Background: an optimization exercise with open tools, aiming at a short achievable clock period and few clock cycles. Do not read the settings as production practice.
Power is estimated from default activity; no workload was simulated.

==> inputs of build 56 <==
// pio_req_unit
module pio_req_unit (
   input  wire logic        clk,
   input  wire logic        rst,
   input  wire logic [3:0]  max_pio,
   input  wire logic        rd_vld,
   input  wire logic        wr_vld,
   input  wire logic [4:0]  req_thr_id,
   input  wire logic [1:0]  req_buf_id,
   input  wire logic [2:0]  req_size,
   input  wire logic [39:0] req_addr,
   input  wire logic [63:0] req_data,
   output logic             req_accepted,
   output logic             csr_wr,
   output logic [15:0]      csr_wr_addr,
   output logic [31:0]      csr_wr_data,
   output logic [15:0]      csr_rd_addr,
   output logic             csr_rd_ack,
   output logic [4:0]       csr_ack_thr,
   output logic [1:0]       csr_ack_buf,
   input  wire logic        pio_pop,
   input  wire logic        rd_done,
   output logic             pio_req,
   output logic             pio_data_vld,
   output logic             pio_out_rw,
   output logic [1:0]       pio_out_dest,
   output logic [15:0]      pio_out_be,
   output logic [63:0]      pio_out_ad,
   output logic [4:0]       pio_out_thr_id,
   output logic [1:0]       pio_out_buf_id
);
   localparam int DEPTH = 16;
   localparam int AW    = 4;
   localparam int HW    = 1 + 2 + 16 + 43 + 5 + 2;
   localparam int WW    = 1 + HW;
   logic        hit;
   logic        vld;
   logic        space;
   logic        acc;
   logic        late_wr, late_rd;
   assign vld = rd_vld | wr_vld;
   assign hit = req_addr[39:24] == 16'h8000;
   assign acc = vld & ~hit & space;
   always_ff @(posedge clk) begin
      if (rst) begin
         late_wr <= 1'b0;
         late_rd <= 1'b0;
      end else begin
  ...
Settings: LEC_CHECK=0, CAP_MARGIN=20, CORE_MARGIN=2, CORE_UTILIZATION=60, SETUP_SLACK_MARGIN=2.5, SLEW_MARGIN=20, TNS_END_PERCENT=100; clock period 5.0 ns.
standard.sh (not shown) runs the stock make flow with config.mk's settings and CLKGATE_MAP_FILE= SYNTH_SCRIPT=/design/flow/synth_recipe.tcl, a recipe that flattens the netlist after the stock synthesis.
==> flow/flow/run.sh <==
#!/bin/bash
# Standard layout, with the port buffers made from regular buffers instead of
# delay cells and cell sizing free to change a cell's footprint.
set -euo pipefail
bash standard.sh MATCH_CELL_FOOTPRINT=0 \
   "BUFFER_PORTS_ARGS=-buffer_cell sky130_fd_sc_hd__buf_4" \
   finish > make_finish.log 2>&1
==> trial 67 (differences from build 56) <==
==> flow/run.sh (new file) <==
#!/bin/bash
# synth_recipe.tcl (not shown) runs the flow's synth.tcl, then flattens the netlist and writes it again
# the make line also repeats each setting of config.mk as NAME=value (left out here)
make -C /OpenROAD-flow-scripts/flow DESIGN_CONFIG=/design/flow/config.mk WORK_HOME=/design/flow/orfs CLKGATE_MAP_FILE= SYNTH_SCRIPT=/design/flow/synth_recipe.tcl finish
removed: flow/flow/run.sh
removed: flow/standard.sh
==> build 43 (differences from build 56) <==
--- a/flow/design.v
+++ b/flow/design.v
@@ -72,20 +72,18 @@
    output logic [4:0]       pio_out_thr_id,
    output logic [1:0]       pio_out_buf_id
 );
    localparam int DEPTH = 16;
    localparam int AW    = 4;
-   localparam int HW    = 1 + 2 + 16 + 43 + 5 + 2;
+   localparam int HW    = 1 + 2 + 16 + 5 + 2 + 43;
    localparam int WW    = 1 + HW;
    logic        hit;
    logic        vld;
    logic        space;
-   logic        acc;
    logic        late_wr, late_rd;
    assign vld = rd_vld | wr_vld;
    assign hit = req_addr[39:24] == 16'h8000;
-   assign acc = vld & ~hit & space;
    always_ff @(posedge clk) begin
       if (rst) begin
          late_wr <= 1'b0;
          late_rd <= 1'b0;
       end else begin
@@ -99,124 +97,104 @@
    assign csr_wr_addr  = req_addr[15:0];
    assign csr_wr_data  = req_data[31:0];
    assign csr_rd_addr  = req_addr[15:0];
    assign csr_ack_thr  = req_thr_id;
    assign csr_ack_buf  = req_buf_id;
+   logic        c_acc, c_rd, c_wr, c_csr, c_q;
+   logic [4:0]  c_thr;
+   logic [1:0]  c_buf;
+   logic [2:0]  c_size;
+   logic [39:0] c_addr;
+   logic [63:0] c_data;
+   always_ff @(posedge clk) begin
+      if (rst)
+         c_acc <= 1'b0;
+      else
+         c_acc <= vld & space;
+      c_rd   <= rd_vld;
+      c_wr   <= wr_vld;
+      c_thr  <= req_thr_id;
+      c_buf  <= req_buf_id;
+      c_size <= req_size;
+      c_addr <= req_addr;
+      c_data <= req_data;
+   end
+   assign c_csr = c_addr[39:24] == 16'h8000;
+   assign c_q   = c_acc & ~c_csr;
    logic [42:0] map;
    logic [1:0]  dest;
    logic [7:0]  lane;
    logic [15:0] be;
    always_comb begin
-      if (req_addr[39:32] == 8'h80) begin
-         if (req_addr[31:28] == 4'h0) begin
-            map = {15'h4000, req_addr[27:0]};
-            if (req_addr[27:24] == 4'hE)      dest = 2'd2;
-            else if (req_addr[27:24] == 4'hF) dest = 2'd3;
-            else                              dest = 2'd1;
+      if (c_addr[39:32] == 8'h80) begin
+         if (c_addr[31:28] == 4'h0) begin
+            map = {15'h4000, c_addr[27:0]};
+            if (c_addr[27:24] == 4'hE)      dest = 2'd2;
+            else if (c_addr[27:24] == 4'hF) dest = 2'd3;
+            else                            dest = 2'd1;
          end else begin
-            map  = {11'h600, req_addr[31:0]};
+            map  = {11'h600, c_addr[31:0]};
             dest = 2'd0;
          end
       end else begin
-         map = {3'h7, req_addr};
-         if (req_addr[39:38] == 2'b11) dest = req_addr[37] ? 2'd3 : 2'd2;
-         else                          dest = 2'd1;
-      end
-      case (req_size)
+         map = {3'h7, c_addr};
+         if (c_addr[39:38] == 2'b11) dest = c_addr[37] ? 2'd3 : 2'd2;
+         else                        dest = 2'd1;
+      end
+      case (c_size)
          3'd0:    lane = 8'h01;
          3'd1:    lane = 8'h03;
          3'd2:    lane = 8'h0f;
          default: lane = 8'hff;
       endcase
-      lane = lane << req_addr[2:0];
-      if (req_size == 3'd4)   be = 16'hffff;
-      else if (req_addr[3])   be = {lane, 8'h00};
-      else                    be = {8'h00, lane};
-   end
-   logic          c_vld, c_wr;
-   logic [HW-1:0] c_hdr;
-   logic [63:0]   c_data;
-   always_ff @(posedge clk) begin
-      if (rst)
-         c_vld <= 1'b0;
-      else
-         c_vld <= acc;
-      c_wr   <= wr_vld;
-      c_hdr  <= {rd_vld, dest, be, req_thr_id, req_buf_id, map};
-      c_data <= req_data;
+      lane = lane << c_addr[2:0];
+      if (c_size == 3'd4)   be = 16'hffff;
+      else if (c_addr[3])   be = {lane, 8'h00};
+      else                  be = {8'h00, lane};
    end
    logic [WW-1:0]    mem [0:DEPTH-1];
    logic [DEPTH-1:0] wsel;             
-   logic [DEPTH-1:0] we_h, we_d;       
+   logic [DEPTH-1:0] wsel1;            
    logic [AW-1:0]    rptr;
-   logic [DEPTH:1]   cnt;              
-   logic [DEPTH:1]   tot;              
+   logic [AW:0]      cnt;              
+   logic             nempty;           
+   logic [AW:0]      tot;              
+   logic [AW:0]      tot_nxt;
    logic             take;
    logic [WW-1:0]    head;
-   logic [DEPTH-1:0] wsel_nxt;
-   assign head = mem[rptr];
+   assign head  = mem[rptr];
+   assign wsel1 = {wsel[DEPTH-2:0], wsel[DEPTH-1]};
    always_ff @(posedge clk) begin
       for (int i = 0; i < DEPTH; i++) begin
-         if (we_h[i])
-            mem[i] <= {1'b0, c_hdr};
-         else if (we_d[i])
+         if (~c_acc)
+            ;
+         else if (wsel[i])
+            mem[i] <= {1'b0, c_rd, dest, be, c_thr, c_buf, map};
+         else if (wsel1[i])
             mem[i] <= {1'b1, {(HW-64){1'b0}}, c_data};
       end
    end
-   always_comb begin
-      if (~c_vld)
-         wsel_nxt = wsel;
-      else if (c_wr)
-         wsel_nxt = {wsel[DEPTH-3:0], wsel[DEPTH-1:DEPTH-2]};
-      else
-         wsel_nxt = {wsel[DEPTH-2:0], wsel[DEPTH-1]};
-   end
-   always_ff @(posedge clk) begin
-      if (rst) begin
-         wsel <= {{(DEPTH-1){1'b0}}, 1'b1};
-         we_h <= '0;
-         we_d <= '0;
-      end else begin
-         wsel <= wsel_nxt;
-         we_h <= wsel_nxt & {DEPTH{acc}};
-         we_d <= {wsel_nxt[DEPTH-2:0], wsel_nxt[DEPTH-1]} & {DEPTH{acc & wr_vld}};
-      end
-   end
-   always_ff @(posedge clk) begin
-      if (rst) begin
-         rptr  <= '0;
-         cnt   <= '0;
-         tot   <= '0;
-         space <= 1'b1;
-      end else begin
+   assign tot_nxt = tot + {{(AW-1){1'b0}}, vld & space & wr_vld, vld & space & rd_vld}
+                        - {{(AW-1){1'b0}}, c_acc & c_csr & c_wr, c_acc & c_csr & c_rd}
+                        - {{AW{1'b0}}, take};
+   always_ff @(posedge clk) begin
+      if (rst) begin
+         wsel   <= {{(DEPTH-1){1'b0}}, 1'b1};
+         rptr   <= '0;
+         cnt    <= '0;
+         nempty <= 1'b0;
+         tot    <= '0;
+         space  <= 1'b1;
+      end else begin
+         if (c_q)
+            wsel <= c_wr ? {wsel1[DEPTH-2:0], wsel1[DEPTH-1]} : wsel1;
          if (take)
             rptr <= rptr + 1'b1;
-         case ({c_vld, c_wr, take})
-            3'b110:  cnt <= {cnt[DEPTH-2:1], 2'b11};
-            3'b100,
-            3'b111:  cnt <= {cnt[DEPTH-1:1], 1'b1};
-            3'b001,
-            3'b011:  cnt <= {1'b0, cnt[DEPTH:2]};
-            3'b101:  cnt <= cnt;
-            default: cnt <= cnt;
-         endcase
-         case ({acc, wr_vld, take})
-            3'b110:  tot <= {tot[DEPTH-2:1], 2'b11};
-            3'b100,
-            3'b111:  tot <= {tot[DEPTH-1:1], 1'b1};
-            3'b001,
-            3'b011:  tot <= {1'b0, tot[DEPTH:2]};
-            default: tot <= tot;
-         endcase
-         case ({acc, wr_vld, take})
-            3'b110:  space <= ~tot[DEPTH-3];
-            3'b100,
-            3'b111:  space <= ~tot[DEPTH-2];
-            3'b001,
-            3'b011:  space <= ~tot[DEPTH];
-            default: space <= ~tot[DEPTH-1];
-         endcase
+         cnt    <= cnt + {{(AW-1){1'b0}}, c_q & c_wr, c_q & c_rd} - {{AW{1'b0}}, take};
+         nempty <= c_q | (cnt > (AW+1)'(1)) | (cnt[0] & ~take);
+         tot    <= tot_nxt;
+         space  <= tot_nxt <= (AW+1)'(DEPTH - 2);
       end
    end
    logic        o_hdr, o_dat, o_rw;
    logic [1:0]  o_dest;
    logic [15:0] o_be;
@@ -229,11 +207,11 @@
    logic        o_hdr_nxt, o_rw_nxt;
    logic [15:0] ok;
    logic        wr_hdr;
    assign pop    = pio_pop & (o_hdr | o_dat);
    assign free   = ~(o_hdr | o_dat) | pop;
-   assign take   = free & cnt[1];
+   assign take   = free & nempty;
    assign rd_pop = pop & o_hdr & o_rw;
    always_ff @(posedge clk) begin
       if (rst) begin
          o_hdr <= 1'b0;
          o_dat <= 1'b0;
==> notes <==
Of trial 67 and build 43, build 43 has the higher worst setup slack (gap 400 ps). Against trial 67, the non-clock buffer count of build 56 is lower by 20. Synthesized cell count is about the same in build 43 and trial 67. Clock-buffer cell count: trial 67 is lower than build 43 (23). Total power, lowest first: trial 67, build 56, build 43. Register-to-register slack, lowest first: build 43, trial 67, build 56. Routed wire length: build 43 < trial 67 < build 56. Cell count: build 43 < build 56 < trial 67.
==> figures <==
quantity                                                               trial 67      build 43      build 56
Fraction of synthesized cell area taken by the top area cell type         54.1%         56.8%         54.1%
Global-route wire length before repair                                338000 um     328000 um     338000 um
Ratio of total power to cell area                                   407 mW/mm^2   510 mW/mm^2   413 mW/mm^2
Portion of the layout cell area used by non-clock buffers                 7.95%         7.21%         7.44%
Final core utilization                                                    71.7%         70.2%         71.1%
Worst path depth                                                              7            12             6
Outcome                                                timing/DRC/antenna clean  timing/DRC/antenna clean  timing/DRC/antenna clean
Met1 GRT Util                                                             56.2%         58.8%         57.1%
Worst-case setup margin in the final layout                             1120 ps       1530 ps       1480 ps
Maximum number of pins on one net before global-route repair                 61            94            93
CORE AREA                                                           0.109 sq mm   0.106 sq mm   0.109 sq mm
Count of flip-flops with a built-in enable after synthesis                 1193          1209          1193
Met2 routed WL                                                        108000 um     104000 um     107000 um
Category of the worst setup path launch point                        input port          flop    input port
Area after detailed placement                                      0.0699 sq mm  0.0669 sq mm  0.0693 sq mm
Inserted tap cell count                                                    1476          1391          1476
Final Wtd Congestion                                                      0.821         0.860         0.826
Function was not checked in any run of this note: the RTL went through the layout flow alone.

what the ideal ports hide:
The flow's constraints put no driver on any port. The routed layouts listed below were extracted and timed again, unchanged, in two steps. Step 1 assumes that a clkbuf_16 drives the clock port and a buf_2 every other input. Step 2 also shifts input and output timing later by t, the mid clock arrival at the registers, as if the neighbouring blocks saw the same clock. Slacks: ideal ports / drivers / drivers and shift; pairs: ideal ports / drivers.
run | shift t [ns] | setup slack, ns | worst slew at a driven data input, ns | pins driven straight from the clock port
build 56 | 0.846 | 1.479 / 1.418 / 1.418 | 0.18 | 1
trial 67 | 0.855 | 1.123 / 1.085 / 1.085 | 0.07 | 1
build 43 | 0.849 | 1.527 / 1.527 / 1.240 | 0.05 | 1
After both steps every run listed still meets setup and hold. The setup slack of build 43, which loses most, moves by 0.000 ns with the drivers and by -0.287 ns with both steps.
